Source: an optimization exercise on an open RTL-to-GDS flow (aim: a short achievable clock period and few clock cycles). Production flows keep margins and buffers that such runs may drop. Only simulation tests tie the RTL to the original design; equivalence was not proved. No activity file was given, so power comes from the tool's default toggle rates.

==> run R: inputs <==
==> flow/design.v <==
`default_nettype none
package cpuPkg;
	localparam int dataWidth = 32;
	localparam int regAddrWidth = 5;  
	localparam int constWidth = 15;
	localparam int opcodeWidth = 6;
	localparam int aluOpWidth = 4;
	localparam int opcodeLsb = 26;
	localparam int rsLsb = 20;
	localparam int rtLsb = 15;
	localparam int rdLsb = 10;
	localparam int luiShift = 17;  
	typedef enum logic [opcodeWidth-1:0] {
		opHalt = 6'd0,
		opAlu = 6'd1,
		opAddi = 6'd2,
		opLui = 6'd3,
		opLw = 6'd4,
		opSw = 6'd5
	} opcodeT;
	typedef enum logic [aluOpWidth-1:0] {
		aluAdd = 4'd0,
		aluSub = 4'd1,
		aluAnd = 4'd2,
		aluOr = 4'd3,
		aluXor = 4'd4,
		aluSlt = 4'd5
	} aluOpT;
	typedef enum logic [1:0] {
		fwdReg = 2'd0,
		fwdExec = 2'd1,
		fwdMem = 2'd2,
		fwdWb = 2'd3
	} fwdSelT;
endpackage
`default_nettype wire
`timescale 1ns/1ps
`default_nettype none
module cpuTop #(
	parameter int imemAddrWidth = 6,
	parameter int dmemAddrWidth = 6
) (
	input logic clk,
	input logic reset,
	input logic progWrite,
	input logic [imemAddrWidth-1:0] progAddr,
	input logic [cpuPkg::dataWidth-1:0] progData,
	output logic wbValid,
	output logic [cpuPkg::regAddrWidth-1:0] wbReg,
	output logic [cpuPkg::dataWidth-1:0] wbData,
	output logic cpuDone
);
	localparam int IW = 28;  
	logic rstQ, rstQQ, wrQ;
	logic [5:0] waQ;
	logic [31:0] wdQ;
	logic [63:0] wOH;  
	always_ff @(posedge clk) begin
		rstQ <= reset;
		rstQQ <= rstQ;
		wrQ <= reset & progWrite;
		waQ <= progAddr;
		wdQ <= progData;
		for (int i = 0; i < 64; i++) begin
			wOH[i] <= reset && progWrite && progAddr == 6'(i);
		end
	end
	function automatic logic [IW-1:0] predecode(input logic [31:0] d);
		logic [2:0] kind;
		kind = (d[31:26] > 6'd5) ? 3'd6 : d[28:26];
		predecode = {kind, d[24:20], d[19:15], d[14:0]};
	endfunction
	logic [IW-1:0] imem [64];
	logic [63:0] written, writtenNext;  
	logic periodStart;
	assign periodStart = rstQ && !rstQQ;
	assign writtenNext = wOH | (periodStart ? 64'd0 : written);
	always_ff @(posedge clk) begin
		for (int i = 0; i < 64; i++) begin
			if (wOH[i]) begin
				imem[i] <= predecode(wdQ);
			end
		end
		written <= writtenNext;
	end
	logic [6:0] fp;  
	logic [5:0] fp1;
	logic [7:0] fpLo, fpHi;  
	logic fpWritten;  
	logic fHalted, sv;
	logic [63:0] fetched, fpOH;  
	logic [IW-1:0] fWord;
	logic canFetch, fetchNow, conflict, restart;
	assign fp1 = fp[5:0] + 1'b1;
	always_comb begin
		fWord = '0;
		for (int h = 0; h < 8; h++) begin
			logic [IW-1:0] row;
			row = '0;
			for (int l = 0; l < 8; l++) begin
				row = row | (fpLo[l] ? imem[8 * h + l] : '0);
			end
			fWord = fWord | (fpHi[h] ? row : '0);
		end
	end
	assign canFetch = !fHalted && !fp[6] && (!rstQ || fpWritten);
	assign fetchNow = canFetch && !sv;
	for (genvar i = 0; i < 64; i++) begin : g_fpOH
		assign fpOH[i] = fpHi[i / 8] && fpLo[i % 8] && !fp[6];
	end
	assign conflict = |(wOH & (fetched | (fetchNow ? fpOH : 64'd0)));
	assign restart = rstQ && (!rstQQ || !wrQ || waQ == 6'd0 || conflict);
	localparam int DW = IW + 8;
	function automatic logic [DW-1:0] decodeWord(input logic [IW-1:0] w);
		logic [2:0] kind;
		logic [4:0] dest;
		kind = w[IW-1 -: 3];
		dest = (kind == 3'd1) ? w[14:10] : w[19:15];
		decodeWord = {kind == 3'd1 || kind == 3'd2 || kind == 3'd4 || kind == 3'd5,
			kind == 3'd1 || kind == 3'd5,
			kind == 3'd1 || kind == 3'd2 || kind == 3'd3 || kind == 3'd4,
			dest, w};
	endfunction
	logic dv;
	logic [DW-1:0] dWord, sWord, fDec;
	logic [2:0] dKind;
	logic dSw, dLw, dLui, dAddi, dAlu, dHalt;
	logic [4:0] dRs, dRt, dDest;
	logic [14:0] dImm;
	logic [3:0] dFn;
	logic dUseRs, dUseRt, dWrites, hazard, issue, dLoad;
	assign fDec = decodeWord(fWord);
	assign {dUseRs, dUseRt, dWrites, dDest, dKind, dRs, dRt, dImm} = dWord;
	assign dHalt = dKind == 3'd0;
	assign dAlu = dKind == 3'd1;
	assign dAddi = dKind == 3'd2;
	assign dLui = dKind == 3'd3;
	assign dLw = dKind == 3'd4;
	assign dSw = dKind == 3'd5;
	assign dFn = dImm[3:0];
	logic e1w, e1halt, e1ld, e1st;
	logic [4:0] e1d;
	logic e2w, e2halt, e2ld;
	logic [4:0] e2d;
	logic e3w, e3halt;
	logic [4:0] e3d;
	logic [31:0] e3data;
	assign hazard = (dUseRs && ((e1w && e1d == dRs) || (e2w && e2d == dRs) || (e3w && e3d == dRs))) ||
		(dUseRt && ((e1w && e1d == dRt) || (e2w && e2d == dRt) || (e3w && e3d == dRt)));
	assign issue = dv && !hazard;
	assign dLoad = !dv || !hazard;
	always_ff @(posedge clk) begin
		if (restart) begin
			fp <= '0;
			fpLo <= 8'd1;
			fpHi <= 8'd1;
			fpWritten <= writtenNext[0];
			fHalted <= 1'b0;
			fetched <= '0;
			dv <= 1'b0;
			sv <= 1'b0;
		end else begin
			if (fetchNow) begin
				fp <= fp + 1'b1;
				fpLo <= {fpLo[6:0], fpLo[7]};
				if (fpLo[7]) begin
					fpHi <= {fpHi[6:0], fpHi[7]};
				end
				fpWritten <= writtenNext[fp1];
				fetched <= fetched | fpOH;
				if (fWord[IW-1 -: 3] == 3'd0) begin
					fHalted <= 1'b1;
				end
			end else begin
				fpWritten <= writtenNext[fp[5:0]];
			end
			if (dLoad) begin
				dv <= sv || fetchNow;
				sv <= 1'b0;
			end else if (fetchNow) begin
				sv <= 1'b1;
			end
		end
	end
	always_ff @(posedge clk) begin
		if (fetchNow) begin
			sWord <= fDec;
		end
		if (dLoad) begin
			dWord <= sv ? sWord : fDec;
		end
	end
	logic [31:0] regs [32];
	logic [31:0] rsVal, rtVal;
	logic [31:0] e3wOH;  
	logic restartQ;
	assign rsVal = regs[dRs];
	assign rtVal = regs[dRt];
	always_ff @(posedge clk) begin
		restartQ <= restart;
		for (int i = 0; i < 32; i++) begin
			if (restartQ) begin
				regs[i] <= '0;
			end else if (e3wOH[i]) begin
				regs[i] <= e3data;
			end
		end
	end
	logic [31:0] e1a, e1b, e1sd;
	logic [14:0] e1imm;
	logic e1cin, e1bSign, e1selSum, e1selSlt, e1selAnd, e1selOr, e1selXor, e1selLui;
	always_ff @(posedge clk) begin
		if (restart) begin
			e1w <= 1'b0;
			e1halt <= 1'b0;
			e1st <= 1'b0;
		end else begin
			e1w <= issue && dWrites;
			e1halt <= issue && dHalt;
			e1st <= issue && dSw;
		end
	end
	always_ff @(posedge clk) begin
		e1d <= dDest;
		e1ld <= dLw;
		e1imm <= dImm;
		e1a <= rsVal;
		e1sd <= rtVal;
		e1bSign <= dAlu ? rtVal[31] : dImm[14];
		if (dAlu && (dFn == 4'd1 || dFn == 4'd5)) begin
			e1b <= ~rtVal;
			e1cin <= 1'b1;
		end else begin
			e1b <= dAlu ? rtVal : {{17{dImm[14]}}, dImm};
			e1cin <= 1'b0;
		end
		e1selSum <= dAddi || (dAlu && (dFn == 4'd0 || dFn == 4'd1));
		e1selSlt <= dAlu && dFn == 4'd5;
		e1selAnd <= dAlu && dFn == 4'd2;
		e1selOr <= dAlu && dFn == 4'd3;
		e1selXor <= dAlu && dFn == 4'd4;
		e1selLui <= dLui;
	end
	logic [16:0] e1lo;
	logic [15:0] e1hi0, e1hi1;
	logic [31:0] e1logic;
	logic [7:0] e1byte;
	assign e1lo = {1'b0, e1a[15:0]} + {1'b0, e1b[15:0]} + {16'd0, e1cin};
	assign e1hi0 = e1a[31:16] + e1b[31:16];
	assign e1hi1 = e1a[31:16] + e1b[31:16] + 16'd1;
	assign e1logic = ({32{e1selAnd}} & (e1a & e1b)) | ({32{e1selOr}} & (e1a | e1b)) |
		({32{e1selXor}} & (e1a ^ e1b)) | ({32{e1selLui}} & {e1imm, 17'd0});
	assign e1byte = e1a[7:0] + e1imm[7:0];
	logic [31:0] dmem [64];
	logic [15:0] e2lo, e2hi0, e2hi1;
	logic e2c, e2selSum, e2selSlt, e2aSign, e2bSign;
	logic [31:0] e2logic, e2sd;
	logic [7:0] e2aLo, e2aHi;
	logic [63:0] e2stOH;
	always_ff @(posedge clk) begin
		if (restart) begin
			e2w <= 1'b0;
			e2halt <= 1'b0;
		end else begin
			e2w <= e1w;
			e2halt <= e1halt;
		end
	end
	always_ff @(posedge clk) begin
		e2d <= e1d;
		e2ld <= e1ld;
		e2lo <= e1lo[15:0];
		e2c <= e1lo[16];
		e2hi0 <= e1hi0;
		e2hi1 <= e1hi1;
		e2logic <= e1logic;
		e2selSum <= e1selSum;
		e2selSlt <= e1selSlt;
		e2aSign <= e1a[31];
		e2bSign <= e1bSign;
		e2sd <= e1sd;
		for (int i = 0; i < 8; i++) begin
			e2aLo[i] <= e1byte[4:2] == 3'(i);
			e2aHi[i] <= e1byte[7:5] == 3'(i);
		end
		for (int i = 0; i < 64; i++) begin
			e2stOH[i] <= e1st && e1byte[7:2] == 6'(i);
		end
	end
	always_ff @(posedge clk) begin
		for (int i = 0; i < 64; i++) begin
			if (e2stOH[i]) begin
				dmem[i] <= e2sd;
			end
		end
	end
	logic [31:0] e2sum, e2alu, e2load;
	logic e2lt;
	assign e2sum = {e2c ? e2hi1 : e2hi0, e2lo};
	assign e2lt = (e2aSign != e2bSign) ? e2aSign : e2sum[31];
	assign e2alu = ({32{e2selSum}} & e2sum) | {31'd0, e2selSlt & e2lt} | e2logic;
	always_comb begin
		e2load = '0;
		for (int h = 0; h < 8; h++) begin
			logic [31:0] row;
			row = '0;
			for (int l = 0; l < 8; l++) begin
				row = row | (e2aLo[l] ? dmem[8 * h + l] : '0);
			end
			e2load = e2load | (e2aHi[h] ? row : '0);
		end
	end
	always_ff @(posedge clk) begin
		if (restart) begin
			e3w <= 1'b0;
			e3halt <= 1'b0;
		end else begin
			e3w <= e2w;
			e3halt <= e2halt;
		end
	end
	always_ff @(posedge clk) begin
		e3d <= e2d;
		e3data <= e2ld ? e2load : e2alu;
		for (int i = 0; i < 32; i++) begin
			e3wOH[i] <= e2w && e2d == 5'(i);
		end
	end
	logic [36:0] q [64];
	logic [5:0] wp, rp;
	logic [63:0] wpOH;
	logic [7:0] rpLo, rpHi;
	logic execDone;
	always_ff @(posedge clk) begin
		for (int i = 0; i < 64; i++) begin
			if (e3w && wpOH[i]) begin
				q[i] <= {e3d, e3data};
			end
		end
	end
	logic [1:0] pv, pvAfter;
	logic [36:0] p0, p1, qHead;
	logic took, outAvail, qNonEmpty, refill;
	assign took = wbValid;
	assign pvAfter = pv - {1'b0, took};
	assign outAvail = took ? pv == 2'd2 : pv != 2'd0;
	assign qNonEmpty = wp != rp;
	assign refill = pvAfter != 2'd2 && qNonEmpty;
	always_comb begin
		qHead = '0;
		for (int h = 0; h < 8; h++) begin
			logic [36:0] row;
			row = '0;
			for (int l = 0; l < 8; l++) begin
				row = row | (rpLo[l] ? q[8 * h + l] : '0);
			end
			qHead = qHead | (rpHi[h] ? row : '0);
		end
	end
	always_ff @(posedge clk) begin
		if (restart) begin
			wp <= '0;
			wpOH <= 64'd1;
			rp <= '0;
			rpLo <= 8'd1;
			rpHi <= 8'd1;
			pv <= '0;
			execDone <= 1'b0;
		end else begin
			if (e3w) begin
				wp <= wp + 1'b1;
				wpOH <= {wpOH[62:0], wpOH[63]};
			end
			if (e3halt) begin
				execDone <= 1'b1;
			end
			if (refill) begin
				rp <= rp + 1'b1;
				rpLo <= {rpLo[6:0], rpLo[7]};
				if (rpLo[7]) begin
					rpHi <= {rpHi[6:0], rpHi[7]};
				end
			end
			pv <= pvAfter + {1'b0, refill};
		end
	end
	always_ff @(posedge clk) begin
		if (pvAfter == 2'd0) begin
			p0 <= qHead;
		end else if (pvAfter == 2'd1) begin
			if (took) begin
				p0 <= p1;
			end
			p1 <= qHead;
		end
	end
	always_ff @(posedge clk) begin
		wbValid <= !reset && !restart && outAvail;
		cpuDone <= !reset && !restart && execDone && pvAfter == 2'd0 && !qNonEmpty;
		{wbReg, wbData} <= took ? p1 : p0;
	end
endmodule
`default_nettype wire
==> flow/run.sh <==
#!/bin/bash
# synth_recipe.tcl (not shown) runs the flow's synth.tcl, then flattens the netlist and writes it again
# the make line also repeats each setting of config.mk as NAME=value (left out here)
make -C /OpenROAD-flow-scripts/flow DESIGN_CONFIG=/design/flow/config.mk WORK_HOME=/design/flow/orfs CLKGATE_MAP_FILE= SYNTH_SCRIPT=/design/flow/synth_recipe.tcl finish
==> flow/config.mk <==
export PLATFORM = sky130hd
export DESIGN_NAME = cpuTop
export DESIGN_NICKNAME = cpuTop
export VERILOG_FILES = /design/flow/design.v
export SDC_FILE = /design/flow/constraint.sdc
export NUM_CORES = 4
export LEC_CHECK = 0
export ABC_CLOCK_PERIOD_IN_PS = 2800
export CAP_MARGIN = 20
export CELL_PAD_IN_SITES_DETAIL_PLACEMENT = 1
export CELL_PAD_IN_SITES_GLOBAL_PLACEMENT = 2
export CORE_MARGIN = 2
export CORE_UTILIZATION = 45
export CTS_CLUSTER_DIAMETER = 80
export CTS_CLUSTER_SIZE = 20
export SETUP_SLACK_MARGIN = 4.0
export SLEW_MARGIN = 20
==> flow/constraint.sdc <==
create_clock -name core_clock -period 7.0 [get_ports {clk}]
set_input_delay 1.4000 -clock core_clock [delete_from_list [all_inputs] [get_ports {clk}]]
set_output_delay 1.4000 -clock core_clock [all_outputs]
set_load 0.01 [all_outputs]
==> inputs of run Y, as changes to run R <==
--- a/flow/design.v
+++ b/flow/design.v
@@ -92,6 +92,9 @@
 	logic [IW-1:0] fWord;
 	logic canFetch, fetchNow, conflict, restart;
 	assign fp1 = fp[5:0] + 1'b1;
+	logic wAtFp, wAtFp1;
+	assign wAtFp = writtenNext[fp[5:0]];
+	assign wAtFp1 = writtenNext[fp1];
 	always_comb begin
 		fWord = '0;
 		for (int h = 0; h < 8; h++) begin
@@ -108,8 +111,15 @@
 	for (genvar i = 0; i < 64; i++) begin : g_fpOH
 		assign fpOH[i] = fpHi[i / 8] && fpLo[i % 8] && !fp[6];
 	end
-	assign conflict = |(wOH & (fetched | (fetchNow ? fpOH : 64'd0)));
-	assign restart = rstQ && (!rstQQ || !wrQ || waQ == 6'd0 || conflict);
+	logic [63:0] fetchedNext;
+	logic hitQ, wa0Q;
+	assign fetchedNext = fetched | (fetchNow ? fpOH : 64'd0);
+	always_ff @(posedge clk) begin
+		hitQ <= !restart && fetchedNext[progAddr];
+		wa0Q <= progAddr == 6'd0;
+	end
+	assign conflict = wrQ && (hitQ || (waQ == fp[5:0] && !fp[6] && fetchNow));
+	assign restart = rstQ && (!rstQQ || !wrQ || wa0Q || conflict);
 	localparam int DW = IW + 8;
 	function automatic logic [DW-1:0] decodeWord(input logic [IW-1:0] w);
 		logic [2:0] kind;
@@ -144,9 +154,19 @@
 	logic [4:0] e2d;
 	logic e3w, e3halt;
 	logic [4:0] e3d;
-	logic [31:0] e3data;
+	logic [31:0] e3data, e3load, e3alu;
+	logic e3ld;
+	assign e3data = e3ld ? e3load : e3alu;
+	logic [5:0] wp, rp, used, usedQ;
+	logic queueFull;
+	assign used = (wp - rp) + 6'(e1w) + 6'(e2w) + 6'(e3w);
+	always_ff @(posedge clk) begin
+		usedQ <= used;
+	end
+	assign queueFull = usedQ >= 6'd31;
 	assign hazard = (dUseRs && ((e1w && e1d == dRs) || (e2w && e2d == dRs) || (e3w && e3d == dRs))) ||
-		(dUseRt && ((e1w && e1d == dRt) || (e2w && e2d == dRt) || (e3w && e3d == dRt)));
+		(dUseRt && ((e1w && e1d == dRt) || (e2w && e2d == dRt) || (e3w && e3d == dRt))) ||
+		(dWrites && queueFull);
 	assign issue = dv && !hazard;
 	assign dLoad = !dv || !hazard;
 	always_ff @(posedge clk) begin
@@ -166,13 +186,13 @@
 				if (fpLo[7]) begin
 					fpHi <= {fpHi[6:0], fpHi[7]};
 				end
-				fpWritten <= writtenNext[fp1];
-				fetched <= fetched | fpOH;
+				fpWritten <= wAtFp1;
+				fetched <= fetchedNext;
 				if (fWord[IW-1 -: 3] == 3'd0) begin
 					fHalted <= 1'b1;
 				end
 			end else begin
-				fpWritten <= writtenNext[fp[5:0]];
+				fpWritten <= wAtFp;
 			end
 			if (dLoad) begin
 				dv <= sv || fetchNow;
@@ -321,55 +341,55 @@
 	end
 	always_ff @(posedge clk) begin
 		e3d <= e2d;
-		e3data <= e2ld ? e2load : e2alu;
+		e3ld <= e2ld;
+		e3load <= e2load;
+		e3alu <= e2alu;
 		for (int i = 0; i < 32; i++) begin
 			e3wOH[i] <= e2w && e2d == 5'(i);
 		end
 	end
-	logic [36:0] q [64];
-	logic [5:0] wp, rp;
-	logic [63:0] wpOH;
-	logic [7:0] rpLo, rpHi;
+	logic [36:0] q [32];
+	logic [31:0] wpOH;
+	logic [7:0] rpLo;
+	logic [3:0] rpHi;
 	logic execDone;
 	always_ff @(posedge clk) begin
-		for (int i = 0; i < 64; i++) begin
+		for (int i = 0; i < 32; i++) begin
 			if (e3w && wpOH[i]) begin
 				q[i] <= {e3d, e3data};
 			end
 		end
 	end
-	logic [1:0] pv, pvAfter;
-	logic [36:0] p0, p1, qHead;
-	logic took, outAvail, qNonEmpty, refill;
-	assign took = wbValid;
-	assign pvAfter = pv - {1'b0, took};
-	assign outAvail = took ? pv == 2'd2 : pv != 2'd0;
+	logic hv, nv, consume, qNonEmpty, refill;
+	logic [36:0] h, n, qHead;
+	assign consume = !reset && hv;
 	assign qNonEmpty = wp != rp;
-	assign refill = pvAfter != 2'd2 && qNonEmpty;
+	assign refill = qNonEmpty && !(hv && nv && !consume);
 	always_comb begin
 		qHead = '0;
-		for (int h = 0; h < 8; h++) begin
+		for (int r = 0; r < 4; r++) begin
 			logic [36:0] row;
 			row = '0;
 			for (int l = 0; l < 8; l++) begin
-				row = row | (rpLo[l] ? q[8 * h + l] : '0);
+				row = row | (rpLo[l] ? q[8 * r + l] : '0);
 			end
-			qHead = qHead | (rpHi[h] ? row : '0);
+			qHead = qHead | (rpHi[r] ? row : '0);
 		end
 	end
 	always_ff @(posedge clk) begin
 		if (restart) begin
 			wp <= '0;
-			wpOH <= 64'd1;
+			wpOH <= 32'd1;
 			rp <= '0;
 			rpLo <= 8'd1;
-			rpHi <= 8'd1;
-			pv <= '0;
+			rpHi <= 4'd1;
+			hv <= 1'b0;
+			nv <= 1'b0;
 			execDone <= 1'b0;
 		end else begin
 			if (e3w) begin
 				wp <= wp + 1'b1;
-				wpOH <= {wpOH[62:0], wpOH[63]};
+				wpOH <= {wpOH[30:0], wpOH[31]};
 			end
 			if (e3halt) begin
 				execDone <= 1'b1;
@@ -378,26 +398,33 @@
 				rp <= rp + 1'b1;
 				rpLo <= {rpLo[6:0], rpLo[7]};
 				if (rpLo[7]) begin
-					rpHi <= {rpHi[6:0], rpHi[7]};
+					rpHi <= {rpHi[2:0], rpHi[3]};
 				end
 			end
-			pv <= pvAfter + {1'b0, refill};
+			if (consume) begin
+				hv <= nv || refill;
+				nv <= nv && refill;
+			end else if (!hv) begin
+				hv <= refill;
+			end else if (!nv) begin
+				nv <= refill;
+			end
 		end
 	end
 	always_ff @(posedge clk) begin
-		if (pvAfter == 2'd0) begin
-			p0 <= qHead;
-		end else if (pvAfter == 2'd1) begin
-			if (took) begin
-				p0 <= p1;
-			end
-			p1 <= qHead;
+		if (consume) begin
+			h <= nv ? n : qHead;
+			n <= qHead;
+		end else if (!hv) begin
+			h <= qHead;
+		end else if (!nv) begin
+			n <= qHead;
 		end
 	end
 	always_ff @(posedge clk) begin
-		wbValid <= !reset && !restart && outAvail;
-		cpuDone <= !reset && !restart && execDone && pvAfter == 2'd0 && !qNonEmpty;
-		{wbReg, wbData} <= took ? p1 : p0;
+		wbValid <= consume && !restart;
+		cpuDone <= !reset && !restart && execDone && !hv && !qNonEmpty;
+		{wbReg, wbData} <= h;
 	end
 endmodule
 `default_nettype wire
ABC_CLOCK_PERIOD_IN_PS = 2200   (was 2800)
SETUP_SLACK_MARGIN = 4.1   (was 4.0)
==> inputs of run A, as changes to run R <==
--- a/flow/design.v
+++ b/flow/design.v
@@ -92,6 +92,9 @@
 	logic [IW-1:0] fWord;
 	logic canFetch, fetchNow, conflict, restart;
 	assign fp1 = fp[5:0] + 1'b1;
+	logic wAtFp, wAtFp1;
+	assign wAtFp = writtenNext[fp[5:0]];
+	assign wAtFp1 = writtenNext[fp1];
 	always_comb begin
 		fWord = '0;
 		for (int h = 0; h < 8; h++) begin
@@ -108,8 +111,15 @@
 	for (genvar i = 0; i < 64; i++) begin : g_fpOH
 		assign fpOH[i] = fpHi[i / 8] && fpLo[i % 8] && !fp[6];
 	end
-	assign conflict = |(wOH & (fetched | (fetchNow ? fpOH : 64'd0)));
-	assign restart = rstQ && (!rstQQ || !wrQ || waQ == 6'd0 || conflict);
+	logic [63:0] fetchedNext;
+	logic hitQ, wa0Q;
+	assign fetchedNext = fetched | (fetchNow ? fpOH : 64'd0);
+	always_ff @(posedge clk) begin
+		hitQ <= !restart && fetchedNext[progAddr];
+		wa0Q <= progAddr == 6'd0;
+	end
+	assign conflict = wrQ && (hitQ || (waQ == fp[5:0] && !fp[6] && fetchNow));
+	assign restart = rstQ && (!rstQQ || !wrQ || wa0Q || conflict);
 	localparam int DW = IW + 8;
 	function automatic logic [DW-1:0] decodeWord(input logic [IW-1:0] w);
 		logic [2:0] kind;
@@ -144,7 +154,9 @@
 	logic [4:0] e2d;
 	logic e3w, e3halt;
 	logic [4:0] e3d;
-	logic [31:0] e3data;
+	logic [31:0] e3data, e3load, e3alu;
+	logic e3ld;
+	assign e3data = e3ld ? e3load : e3alu;
 	assign hazard = (dUseRs && ((e1w && e1d == dRs) || (e2w && e2d == dRs) || (e3w && e3d == dRs))) ||
 		(dUseRt && ((e1w && e1d == dRt) || (e2w && e2d == dRt) || (e3w && e3d == dRt)));
 	assign issue = dv && !hazard;
@@ -166,13 +178,13 @@
 				if (fpLo[7]) begin
 					fpHi <= {fpHi[6:0], fpHi[7]};
 				end
-				fpWritten <= writtenNext[fp1];
-				fetched <= fetched | fpOH;
+				fpWritten <= wAtFp1;
+				fetched <= fetchedNext;
 				if (fWord[IW-1 -: 3] == 3'd0) begin
 					fHalted <= 1'b1;
 				end
 			end else begin
-				fpWritten <= writtenNext[fp[5:0]];
+				fpWritten <= wAtFp;
 			end
 			if (dLoad) begin
 				dv <= sv || fetchNow;
@@ -321,7 +333,9 @@
 	end
 	always_ff @(posedge clk) begin
 		e3d <= e2d;
-		e3data <= e2ld ? e2load : e2alu;
+		e3ld <= e2ld;
+		e3load <= e2load;
+		e3alu <= e2alu;
 		for (int i = 0; i < 32; i++) begin
 			e3wOH[i] <= e2w && e2d == 5'(i);
 		end
@@ -338,23 +352,20 @@
 			end
 		end
 	end
-	logic [1:0] pv, pvAfter;
-	logic [36:0] p0, p1, qHead;
-	logic took, outAvail, qNonEmpty, refill;
-	assign took = wbValid;
-	assign pvAfter = pv - {1'b0, took};
-	assign outAvail = took ? pv == 2'd2 : pv != 2'd0;
+	logic hv, nv, consume, qNonEmpty, refill;
+	logic [36:0] h, n, qHead;
+	assign consume = !reset && hv;
 	assign qNonEmpty = wp != rp;
-	assign refill = pvAfter != 2'd2 && qNonEmpty;
+	assign refill = qNonEmpty && !(hv && nv && !consume);
 	always_comb begin
 		qHead = '0;
-		for (int h = 0; h < 8; h++) begin
+		for (int r = 0; r < 8; r++) begin
 			logic [36:0] row;
 			row = '0;
 			for (int l = 0; l < 8; l++) begin
-				row = row | (rpLo[l] ? q[8 * h + l] : '0);
+				row = row | (rpLo[l] ? q[8 * r + l] : '0);
 			end
-			qHead = qHead | (rpHi[h] ? row : '0);
+			qHead = qHead | (rpHi[r] ? row : '0);
 		end
 	end
 	always_ff @(posedge clk) begin
@@ -364,7 +375,8 @@
 			rp <= '0;
 			rpLo <= 8'd1;
 			rpHi <= 8'd1;
-			pv <= '0;
+			hv <= 1'b0;
+			nv <= 1'b0;
 			execDone <= 1'b0;
 		end else begin
 			if (e3w) begin
@@ -381,23 +393,30 @@
 					rpHi <= {rpHi[6:0], rpHi[7]};
 				end
 			end
-			pv <= pvAfter + {1'b0, refill};
+			if (consume) begin
+				hv <= nv || refill;
+				nv <= nv && refill;
+			end else if (!hv) begin
+				hv <= refill;
+			end else if (!nv) begin
+				nv <= refill;
+			end
 		end
 	end
 	always_ff @(posedge clk) begin
-		if (pvAfter == 2'd0) begin
-			p0 <= qHead;
-		end else if (pvAfter == 2'd1) begin
-			if (took) begin
-				p0 <= p1;
-			end
-			p1 <= qHead;
+		if (consume) begin
+			h <= nv ? n : qHead;
+			n <= qHead;
+		end else if (!hv) begin
+			h <= qHead;
+		end else if (!nv) begin
+			n <= qHead;
 		end
 	end
 	always_ff @(posedge clk) begin
-		wbValid <= !reset && !restart && outAvail;
-		cpuDone <= !reset && !restart && execDone && pvAfter == 2'd0 && !qNonEmpty;
-		{wbReg, wbData} <= took ? p1 : p0;
+		wbValid <= consume && !restart;
+		cpuDone <= !reset && !restart && execDone && !hv && !qNonEmpty;
+		{wbReg, wbData} <= h;
 	end
 endmodule
 `default_nettype wire
ABC_CLOCK_PERIOD_IN_PS = 2200   (was 2800)
CORE_UTILIZATION = 42   (was 45)
SETUP_SLACK_MARGIN = 4.1   (was 4.0)
==> summary of the runs <==
In register-to-register slack, run R and run Y hardly differ. Design area: run Y < run A < run R. Against run R, the fmax of run Y is lower by about 0.43%. Sequential share of layout area: run Y is lower than run A (2.2 points). The highest die area belongs to run A, the lowest to run Y. Between run R and run Y, the lower critical path depth is in run Y (gap 1). Flip-flop and latch count: run A > run R > run Y.
==> figures <==
	run R	run A	run Y
FMAX	305 MHz	333 MHz	303 MHz
Post-Layout Inst Area	340000 µm²	339000 µm²	295000 µm²
WL met2	562000 µm	554000 µm	479000 µm
GP Congestion	0.852	0.860	0.868
Actual slew at the worst max-slew pin	1.20 ns	1.23 ns	1.20 ns
Number of instances in the synthesized netlist	19557	19779	17327
Filler-free cell count of the finished design	29145	29865	25568
NonClk Buf Share	3.90%	3.63%	5.40%
Slew headroom	19.2%	17.9%	19.7%
Result of the run	no timing/DRC/antenna violations	no timing/DRC/antenna violations	no timing/DRC/antenna violations
R2R Setup Slk	3.72 ns	4.00 ns	3.70 ns
Total sequential power	58.2 mW	55.7 mW	49.5 mW
Count of filler cells inserted in the layout	62713	67852	53308
Met3 Use GR	6.14%	4.43%	6.18%
Number of nets in the synthesized netlist	19677	19897	17461
Via count of the routed design	197443	198008	174380
Testbench counts of run R, summed over its fixed seeds: cycles 78,103.
Testbench counts of run Y, summed over its fixed seeds: cycles 78,103.
Testbench counts of run A, summed over its fixed seeds: cycles 78,103.

==> port drivers added, routing unchanged <==
How much do the figures lean on ideal ports? The routed layouts below were timed once more, with nothing changed but the port constraints. Step 1 assumes that a clkbuf_16 drives the clock port and a buf_2 every other input. Step 2 also shifts input and output timing later by t, the mid clock arrival at the registers, as if the neighbouring blocks saw the same clock. Three values: ideal, step 1, step 2; two values: the first two.
run | t (ns) | slack for setup (ns) | hold slack, ns | latest minus earliest clock arrival (ns) | cell pins on the clock port's net
run R | 1.292 | 3.718 / 3.665 / 3.214 | 0.324 / 0.324 / 0.324 | 0.053 / 0.053 | 1
run Y | 1.195 | 3.704 / 3.704 / 3.061 | 0.312 / 0.312 / 0.312 | 0.091 / 0.091 | 1
run A | 1.231 | 4.000 / 3.870 / 3.093 | 0.311 / 0.311 / 0.311 | 0.070 / 0.070 | 1
After both steps setup and hold are still met in every run listed. The setup slack of run A, which loses most, moves by -0.130 ns with the drivers and by -0.907 ns with both steps.
